Background: an optimization exercise with open tools, aiming at small area and few clock cycles per item. Do not read the settings as production practice. The RTL was checked by simulation tests, not by an equivalence proof against the original design.

==> flow/design.v <==
`default_nettype none
package mexp_pkg;
  localparam int FIELD_BITS = 64;
  localparam int CFG_INDEX_BITS = 8;
  localparam int ACC_BITS = 67;
  localparam int OP_BITS = 66;
  localparam int STEPS = 3;
  localparam int PASS_CYCLES = OP_BITS / STEPS;
  localparam int CYC_BITS = $clog2(PASS_CYCLES);
  typedef logic [FIELD_BITS-1:0] field_t;
  typedef logic [CFG_INDEX_BITS-1:0] cfg_index_t;
  typedef logic [ACC_BITS-1:0] acc_t;
  typedef logic [OP_BITS-1:0] op_t;
  localparam cfg_index_t REG_MODULUS = cfg_index_t'(0);
  localparam cfg_index_t REG_POWER = cfg_index_t'(1);
  typedef enum logic [2:0] {
    ST_IDLE,
    ST_PREP,
    ST_MUL,
    ST_CPA,
    ST_FIX,
    ST_SPARE,
    ST_ACPA,
    ST_DONE
  } state_t;
endpackage
`default_nettype wire
`default_nettype none
module mexp_step (
  input  mexp_pkg::acc_t  s_in,
  input  mexp_pkg::acc_t  c_in,
  input  logic            x,
  input  logic            neg,      
  input  mexp_pkg::acc_t  y,
  input  logic [63:0]     n,
  input  logic [3:0]      ge_in,    
  input  logic [35:0]     kn,       
  output mexp_pkg::acc_t  s_out,
  output mexp_pkg::acc_t  c_out,
  output logic [3:0]      ge_out    
);
  localparam int AW = mexp_pkg::ACC_BITS;
  mexp_pkg::acc_t a, b, c, s1, c1, m1, m2, d, c1i, nn, n2;
  logic qp1, qp2, qn1, qn2;
  function automatic logic est_ge(input logic [8:0] sh, input logic [8:0] ch,
                                  input logic [8:0] kt, input logic [8:0] dh);
    logic [8:0] u1;
    logic [8:0] v1;
    logic [8:0] u;
    logic [8:0] v;
    logic [7:0] g;
    logic [7:0] p;
    logic [7:0] g1;
    logic [7:0] p1;
    logic [7:0] g2;
    logic [7:0] p2;
    logic [7:0] g3;
    u1 = sh ^ ch ^ kt;
    v1 = {((sh[7:0] & ch[7:0]) | (sh[7:0] & kt[7:0]) | (ch[7:0] & kt[7:0])), 1'b0};
    u = u1 ^ v1 ^ dh;
    v = {((u1[7:0] & v1[7:0]) | (u1[7:0] & dh[7:0]) | (v1[7:0] & dh[7:0])), 1'b0};
    g = u[7:0] & v[7:0];
    p = u[7:0] ^ v[7:0];
    g1 = g;
    p1 = p;
    for (int i = 1; i < 8; i++) begin
      g1[i] = g[i] | (p[i] & g[i-1]);
      p1[i] = p[i] & p[i-1];
    end
    g2 = g1;
    p2 = p1;
    for (int i = 2; i < 8; i++) begin
      g2[i] = g1[i] | (p1[i] & g1[i-2]);
      p2[i] = p1[i] & p1[i-2];
    end
    g3 = g2;
    for (int i = 4; i < 8; i++) begin
      g3[i] = g2[i] | (p2[i] & g2[i-4]);
    end
    est_ge = !(u[8] ^ v[8] ^ g3[7]);
  endfunction
  assign qp2 = ge_in[0];
  assign qp1 = ge_in[1] & !ge_in[0];
  assign qn1 = !ge_in[2] & ge_in[3];
  assign qn2 = !ge_in[3];
  always_comb begin
    a = {s_in[AW-2:0], x & neg};
    b = {c_in[AW-2:0], 1'b0};
    c = x ? (neg ? ~y : y) : '0;
    s1 = a ^ b ^ c;
    m1 = (a & b) | (a & c) | (b & c);
    c1 = {m1[AW-2:0], 1'b0};
    nn = {3'b000, n};
    n2 = {2'b00, n, 1'b0};
    d = ({AW{qp1}} & ~nn) | ({AW{qp2}} & ~n2) | ({AW{qn1}} & nn) | ({AW{qn2}} & n2);
    c1i = {c1[AW-1:1], qp1 | qp2};
    s_out = s1 ^ c1i ^ d;
    m2 = (s1 & c1i) | (s1 & d) | (c1i & d);
    c_out = {m2[AW-2:0], 1'b0};
  end
  always_comb begin
    for (int i = 0; i < 4; i++) begin
      ge_out[i] = est_ge(s1[AW-1:AW-9], c1i[AW-1:AW-9], kn[9*i +: 9], d[AW-1:AW-9]);
    end
  end
endmodule
module mexp_add (
  input  mexp_pkg::acc_t  a,
  input  mexp_pkg::acc_t  b,
  input  logic            cin,
  output mexp_pkg::acc_t  sum
);
  localparam int AW = mexp_pkg::ACC_BITS;
  mexp_pkg::acc_t p, g, gg, pp;
  always_comb begin
    p = a ^ b;
    g = a & b;
    g[0] = g[0] | (p[0] & cin);
    gg = g;
    pp = p;
    for (int d = 1; d < AW; d = d * 2) begin
      for (int i = 2 * d - 1; i < AW; i = i + 2 * d) begin
        gg[i] = gg[i] | (pp[i] & gg[i-d]);
        pp[i] = pp[i] & pp[i-d];
      end
    end
    for (int d = 32; d >= 1; d = d / 2) begin
      for (int i = 3 * d - 1; i < AW; i = i + 2 * d) begin
        gg[i] = gg[i] | (pp[i] & gg[i-d]);
      end
    end
    sum = p ^ {gg[AW-2:0], cin};
  end
endmodule
`default_nettype wire
`default_nettype none
module modular_exponentiation (
  input  logic                  clk,
  input  logic                  rst,
  input  logic                  cfg_valid,
  output logic                  cfg_ready,
  input  mexp_pkg::cfg_index_t  cfg_index,
  input  mexp_pkg::field_t      cfg_data,
  input  logic                  operand_valid,
  output logic                  operand_ready,
  input  mexp_pkg::field_t      operand_base_value,
  output logic                  result_valid,
  input  logic                  result_ready,
  output mexp_pkg::field_t      result_residue
);
  localparam int K = mexp_pkg::STEPS;
  localparam int AW = mexp_pkg::ACC_BITS;
  localparam int PW = mexp_pkg::OP_BITS;
  localparam int D = mexp_pkg::PASS_CYCLES;
  localparam int CB = mexp_pkg::CYC_BITS;
  mexp_pkg::state_t state;
  logic [63:0]     modulus;
  logic [63:0]     power;
  mexp_pkg::op_t   p_reg;
  mexp_pkg::op_t   b_reg;
  mexp_pkg::acc_t  s_reg;
  mexp_pkg::acc_t  c_reg;
  logic [K-1:0]    xd;
  logic [CB-1:0]   cyc;
  logic [5:0]      idx;
  logic [5:0]      sh;
  logic            first;
  logic            ysel_b;      
  logic            base_pass;
  logic            fsub;
  logic [35:0]     kz;          
  logic [35:0]     ky;          
  logic [3:0]      ge_reg;      
  logic            in_accept;
  logic            mod_small;
  logic            ebit;
  logic            cin;
  mexp_pkg::acc_t  sum;
  mexp_pkg::acc_t  y_ext;
  logic [3:0]      t1;
  logic [5:0]      t3;
  logic [4:0]      ntop;
  logic [CB-1:0]   cyc_nxt;
  logic [63:0]     mod_half;
  logic            go_mul;      
  logic [8:0]      yh_next;
  logic            x_nxt;       
  mexp_pkg::op_t   x_src;
  mexp_pkg::acc_t  s_ch [K+1];
  mexp_pkg::acc_t  c_ch [K+1];
  logic [3:0]      ge_ch [K+1];
  assign cfg_ready = 1'b1;
  assign operand_ready = (state == mexp_pkg::ST_IDLE) ||
                         ((state == mexp_pkg::ST_DONE) && result_ready);
  assign in_accept = operand_valid && operand_ready;
  assign mod_small = (modulus[63:1] == '0);
  assign ebit = power[idx];
  assign y_ext = {p_reg[PW-1], p_reg};
  assign x_src = ysel_b ? b_reg : p_reg;
  assign cyc_nxt = cyc + CB'(1);
  assign mod_half = {1'b0, modulus[63:1]};
  assign go_mul = !base_pass && !ysel_b && ebit;
  assign ntop = {1'b1, modulus[62:59]};
  assign t1 = ntop[4:1];
  assign t3 = {1'b0, ntop} + {2'b00, ntop[4:1]};
  assign cin = (state == mexp_pkg::ST_ACPA) && fsub;
  mexp_add u_add (
    .a   (s_reg),
    .b   (c_reg),
    .cin (cin),
    .sum (sum)
  );
  assign yh_next = {sum[PW-1], sum[PW-1], sum[PW-1:PW-7]};
  assign x_nxt = x_src[PW - 1 - K * cyc_nxt];
  assign s_ch[0] = s_reg;
  assign c_ch[0] = c_reg;
  assign ge_ch[0] = ge_reg;
  for (genvar g = 0; g < K; g++) begin : g_step
    logic xn;
    if (g < K - 1) begin : g_xn
      assign xn = xd[K-2-g];
    end else begin : g_xl
      assign xn = x_nxt;
    end
    mexp_step u_step (
      .s_in   (s_ch[g]),
      .c_in   (c_ch[g]),
      .x      (xd[K-1-g]),
      .neg    ((g == 0) ? first : 1'b0),
      .y      (y_ext),
      .n      (modulus),
      .ge_in  (ge_ch[g]),
      .kn     (xn ? ky : kz),
      .s_out  (s_ch[g+1]),
      .c_out  (c_ch[g+1]),
      .ge_out (ge_ch[g+1])
    );
  end
  always_ff @(posedge clk) begin
    if (rst) begin
      modulus <= 64'd1;
      power <= '0;
    end else if (cfg_valid && cfg_ready) begin
      if (cfg_index == mexp_pkg::REG_MODULUS) begin
        modulus <= cfg_data;
      end else if (cfg_index == mexp_pkg::REG_POWER) begin
        power <= cfg_data;
      end
    end else if (state == mexp_pkg::ST_PREP && !modulus[63]) begin
      modulus <= modulus << 1;
    end else if (state == mexp_pkg::ST_FIX && !p_reg[PW-1] && sh != '0) begin
      modulus <= mod_half;
    end
  end
  always_ff @(posedge clk) begin
    if (state == mexp_pkg::ST_MUL) begin
      s_reg <= s_ch[K];
      c_reg <= c_ch[K];
    end else if (state == mexp_pkg::ST_FIX) begin
      s_reg <= {p_reg[PW-1], p_reg};
      if (p_reg[PW-1]) begin
        c_reg <= {3'b000, modulus};           
      end else begin
        c_reg <= ~{3'b000, mod_half};         
      end
    end else begin
      s_reg <= '0;
      c_reg <= '0;
    end
  end
  always_ff @(posedge clk) begin
    if (rst) begin
      state <= mexp_pkg::ST_IDLE;
    end else begin
      unique case (state)
        mexp_pkg::ST_IDLE, mexp_pkg::ST_DONE: begin
          if (in_accept) begin
            state <= (mod_small || power == '0) ? mexp_pkg::ST_DONE : mexp_pkg::ST_PREP;
          end else if (state == mexp_pkg::ST_DONE && result_ready) begin
            state <= mexp_pkg::ST_IDLE;
          end
        end
        mexp_pkg::ST_PREP: begin
          if (modulus[63] && ebit) begin
            state <= mexp_pkg::ST_MUL;
          end
        end
        mexp_pkg::ST_MUL: begin
          if (cyc == CB'(D - 1)) begin
            state <= mexp_pkg::ST_CPA;
          end
        end
        mexp_pkg::ST_CPA: begin
          if (!go_mul && idx == '0) begin
            state <= mexp_pkg::ST_FIX;
          end else begin
            state <= mexp_pkg::ST_MUL;
          end
        end
        mexp_pkg::ST_FIX: begin
          if (p_reg[PW-1] || sh != '0) begin
            state <= mexp_pkg::ST_ACPA;
          end else begin
            state <= mexp_pkg::ST_DONE;
          end
        end
        mexp_pkg::ST_ACPA: state <= mexp_pkg::ST_FIX;
        default: state <= mexp_pkg::ST_IDLE;
      endcase
    end
  end
  always_ff @(posedge clk) begin
    unique case (state)
      mexp_pkg::ST_IDLE, mexp_pkg::ST_DONE: begin
        if (in_accept) begin
          idx <= 6'd63;
          sh <= '0;
          b_reg <= {2'b00, operand_base_value};
          p_reg <= mod_small ? '0 : mexp_pkg::op_t'(1);
        end
      end
      mexp_pkg::ST_PREP: begin
        if (!modulus[63]) begin
          sh <= sh + 6'd1;
        end
        if (!ebit) begin
          idx <= idx - 6'd1;
        end
        kz <= {{3'b000, t3}, {5'b00000, t1}, 9'd0 - {5'b00000, t1}, 9'd0 - {3'b000, t3}};
        ky <= {{3'b000, t3}, {5'b00000, t1}, 9'd0 - {5'b00000, t1}, 9'd0 - {3'b000, t3}};
        ge_reg <= 4'b1100;            
        first <= 1'b1;
        ysel_b <= 1'b1;
        base_pass <= 1'b1;
        cyc <= '0;
        xd <= b_reg[PW-1 -: K];
      end
      mexp_pkg::ST_MUL: begin
        first <= 1'b0;
        cyc <= cyc_nxt;
        ge_reg <= ge_ch[K];
        if (cyc != CB'(D - 1)) begin
          xd <= x_src[PW - 1 - K * cyc_nxt -: K];
        end
      end
      mexp_pkg::ST_CPA: begin
        p_reg <= sum[PW-1:0];
        if (base_pass) begin
          b_reg <= sum[PW-1:0];
        end
        base_pass <= 1'b0;
        first <= 1'b1;
        cyc <= '0;
        xd <= go_mul ? b_reg[PW-1 -: K] : sum[PW-1 -: K];
        for (int i = 0; i < 4; i++) begin
          ky[9*i +: 9] <= kz[9*i +: 9] + yh_next;
        end
        ge_reg <= 4'b1100;            
        if (go_mul) begin
          ysel_b <= 1'b1;             
        end else begin
          ysel_b <= 1'b0;             
          if (idx != '0) begin
            idx <= idx - 6'd1;
          end
        end
      end
      mexp_pkg::ST_FIX: begin
        if (p_reg[PW-1]) begin
          fsub <= 1'b0;               
        end else begin
          fsub <= 1'b1;               
          if (sh != '0) begin
            sh <= sh - 6'd1;
          end
        end
      end
      mexp_pkg::ST_ACPA: begin
        if (!fsub || !sum[AW-1]) begin
          p_reg <= sum[PW-1:0];
        end
      end
      default: begin
      end
    endcase
  end
  assign result_valid = (state == mexp_pkg::ST_DONE);
  assign result_residue = p_reg[63:0];
endmodule
`default_nettype wire
==> flow/config.mk <==
export PLATFORM = sky130hd
export DESIGN_NAME = modular_exponentiation
export DESIGN_NICKNAME = modular_exponentiation
export VERILOG_FILES = /design/flow/design.v
export SDC_FILE = /design/flow/constraint.sdc
export NUM_CORES = 4
export LEC_CHECK = 0
export ABC_AREA = 1
export CAP_MARGIN = 20
export CORE_MARGIN = 2
export CORE_UTILIZATION = 40
export SLEW_MARGIN = 20
==> flow/constraint.sdc <==
create_clock -name core_clock -period 8.0 [get_ports {clk}]
set_input_delay 1.6000 -clock core_clock [delete_from_list [all_inputs] [get_ports {clk}]]
set_output_delay 1.6000 -clock core_clock [all_outputs]
set_load 0.01 [all_outputs]
run.sh (not shown) runs the stock make flow with config.mk's settings and CLKGATE_MAP_FILE= SYNTH_SCRIPT=/design/flow/synth_recipe.tcl, a recipe that flattens the netlist after the stock synthesis.
Testbench counts at the start, summed over its fixed seeds: cycles 281,298, items 128.
==> next run, changes <==
--- a/flow/design.v
+++ b/flow/design.v
@@ -26,14 +26,15 @@
 endpackage
 `default_nettype wire
 `default_nettype none
 module mexp_step (
   input  mexp_pkg::acc_t  s_in,
   input  mexp_pkg::acc_t  c_in,
-  input  logic            x,
-  input  logic            neg,      
+  input  logic            xpos,     
+  input  logic            xneg,     
+  input  logic            qz,       
   input  mexp_pkg::acc_t  y,
   input  logic [63:0]     n,
   input  logic [3:0]      ge_in,    
   input  logic [35:0]     kn,       
   output mexp_pkg::acc_t  s_out,
   output mexp_pkg::acc_t  c_out,
@@ -76,20 +77,20 @@
     g3 = g2;
     for (int i = 4; i < 8; i++) begin
       g3[i] = g2[i] | (p2[i] & g2[i-4]);
     end
     est_ge = !(u[8] ^ v[8] ^ g3[7]);
   endfunction
-  assign qp2 = ge_in[0];
-  assign qp1 = ge_in[1] & !ge_in[0];
-  assign qn1 = !ge_in[2] & ge_in[3];
-  assign qn2 = !ge_in[3];
+  assign qp2 = ge_in[0] & !qz;
+  assign qp1 = ge_in[1] & !ge_in[0] & !qz;
+  assign qn1 = !ge_in[2] & ge_in[3] & !qz;
+  assign qn2 = !ge_in[3] & !qz;
   always_comb begin
-    a = {s_in[AW-2:0], x & neg};
+    a = {s_in[AW-2:0], xneg};
     b = {c_in[AW-2:0], 1'b0};
-    c = x ? (neg ? ~y : y) : '0;
+    c = ({AW{xpos}} & y) | ({AW{xneg}} & ~y);
     s1 = a ^ b ^ c;
     m1 = (a & b) | (a & c) | (b & c);
     c1 = {m1[AW-2:0], 1'b0};
     nn = {3'b000, n};
     n2 = {2'b00, n, 1'b0};
     d = ({AW{qp1}} & ~nn) | ({AW{qp2}} & ~n2) | ({AW{qn1}} & nn) | ({AW{qn2}} & n2);
@@ -168,12 +169,14 @@
   logic            ysel_b;      
   logic            base_pass;
   logic            fsub;
   logic [35:0]     kz;          
   logic [35:0]     ky;          
   logic [3:0]      ge_reg;      
+  logic            x0p;         
+  logic            x0n;         
   logic            in_accept;
   logic            mod_small;
   logic            ebit;
   logic            cin;
   mexp_pkg::acc_t  sum;
   mexp_pkg::acc_t  y_ext;
@@ -222,14 +225,15 @@
     end else begin : g_xl
       assign xn = x_nxt;
     end
     mexp_step u_step (
       .s_in   (s_ch[g]),
       .c_in   (c_ch[g]),
-      .x      (xd[K-1-g]),
-      .neg    ((g == 0) ? first : 1'b0),
+      .xpos   ((g == 0) ? x0p : xd[K-1-g]),
+      .xneg   ((g == 0) ? x0n : 1'b0),
+      .qz     ((g == 0) ? first : 1'b0),
       .y      (y_ext),
       .n      (modulus),
       .ge_in  (ge_ch[g]),
       .kn     (xn ? ky : kz),
       .s_out  (s_ch[g+1]),
       .c_out  (c_ch[g+1]),
@@ -266,12 +270,15 @@
     end else begin
       s_reg <= '0;
       c_reg <= '0;
     end
   end
   always_ff @(posedge clk) begin
+    ge_reg <= ge_ch[K];
+  end
+  always_ff @(posedge clk) begin
     if (rst) begin
       state <= mexp_pkg::ST_IDLE;
     end else begin
       unique case (state)
         mexp_pkg::ST_IDLE, mexp_pkg::ST_DONE: begin
           if (in_accept) begin
@@ -325,40 +332,43 @@
         end
         if (!ebit) begin
           idx <= idx - 6'd1;
         end
         kz <= {{3'b000, t3}, {5'b00000, t1}, 9'd0 - {5'b00000, t1}, 9'd0 - {3'b000, t3}};
         ky <= {{3'b000, t3}, {5'b00000, t1}, 9'd0 - {5'b00000, t1}, 9'd0 - {3'b000, t3}};
-        ge_reg <= 4'b1100;            
         first <= 1'b1;
         ysel_b <= 1'b1;
         base_pass <= 1'b1;
         cyc <= '0;
         xd <= b_reg[PW-1 -: K];
+        x0p <= 1'b0;
+        x0n <= b_reg[PW-1];
       end
       mexp_pkg::ST_MUL: begin
         first <= 1'b0;
         cyc <= cyc_nxt;
-        ge_reg <= ge_ch[K];
         if (cyc != CB'(D - 1)) begin
           xd <= x_src[PW - 1 - K * cyc_nxt -: K];
         end
+        x0p <= x_nxt;
+        x0n <= 1'b0;
       end
       mexp_pkg::ST_CPA: begin
         p_reg <= sum[PW-1:0];
         if (base_pass) begin
           b_reg <= sum[PW-1:0];
         end
         base_pass <= 1'b0;
         first <= 1'b1;
         cyc <= '0;
         xd <= go_mul ? b_reg[PW-1 -: K] : sum[PW-1 -: K];
+        x0p <= 1'b0;
+        x0n <= go_mul ? b_reg[PW-1] : sum[PW-1];
         for (int i = 0; i < 4; i++) begin
           ky[9*i +: 9] <= kz[9*i +: 9] + yh_next;
         end
-        ge_reg <= 4'b1100;            
         if (go_mul) begin
           ysel_b <= 1'b1;             
         end else begin
           ysel_b <= 1'b0;             
           if (idx != '0) begin
             idx <= idx - 6'd1;
=>
- die area drops by 0.34%
- setup slack improves by 0.066 ns
- non-clock buffer count drops by 18
- global-route usage drops by 1.7 points
- maximum frequency climbs by 0.85%
- critical path depth drops by 3
- sequential cell count climbs by 1
- clock-buffer cell count climbs by 4
- final area drops by 1.1%
- routed wire length drops by 6.4%
- core utilization drops by 0.37 points
Testbench counts after the change, summed over its fixed seeds: cycles 281,298, items 128.

## afterwards: timing with drivers on the ports
Ports are ideal in the flow. The routed layouts listed here were re-timed in OpenROAD. Step 1 (the two cells are an assumption about what drives the block):
set clk [get_ports {clk}]
set_driving_cell -lib_cell sky130_fd_sc_hd__clkbuf_16 $clk
set_driving_cell -lib_cell sky130_fd_sc_hd__buf_2 [delete_from_list [all_inputs] $clk]
Step 2 also shifts input and output timing later by t, the mid clock arrival at the registers, as if the neighbouring blocks saw the same clock. Slacks: ideal / step 1 / step 2; pairs: ideal / step 1.
run	shift t [ns]	setup slack, ns	worst setup path after step 2
the first run	0.744	0.159 / 0.159 / 0.159	register to register
the second run	0.716	0.225 / 0.225 / 0.225	register to register
After both steps every run listed still meets setup and hold.
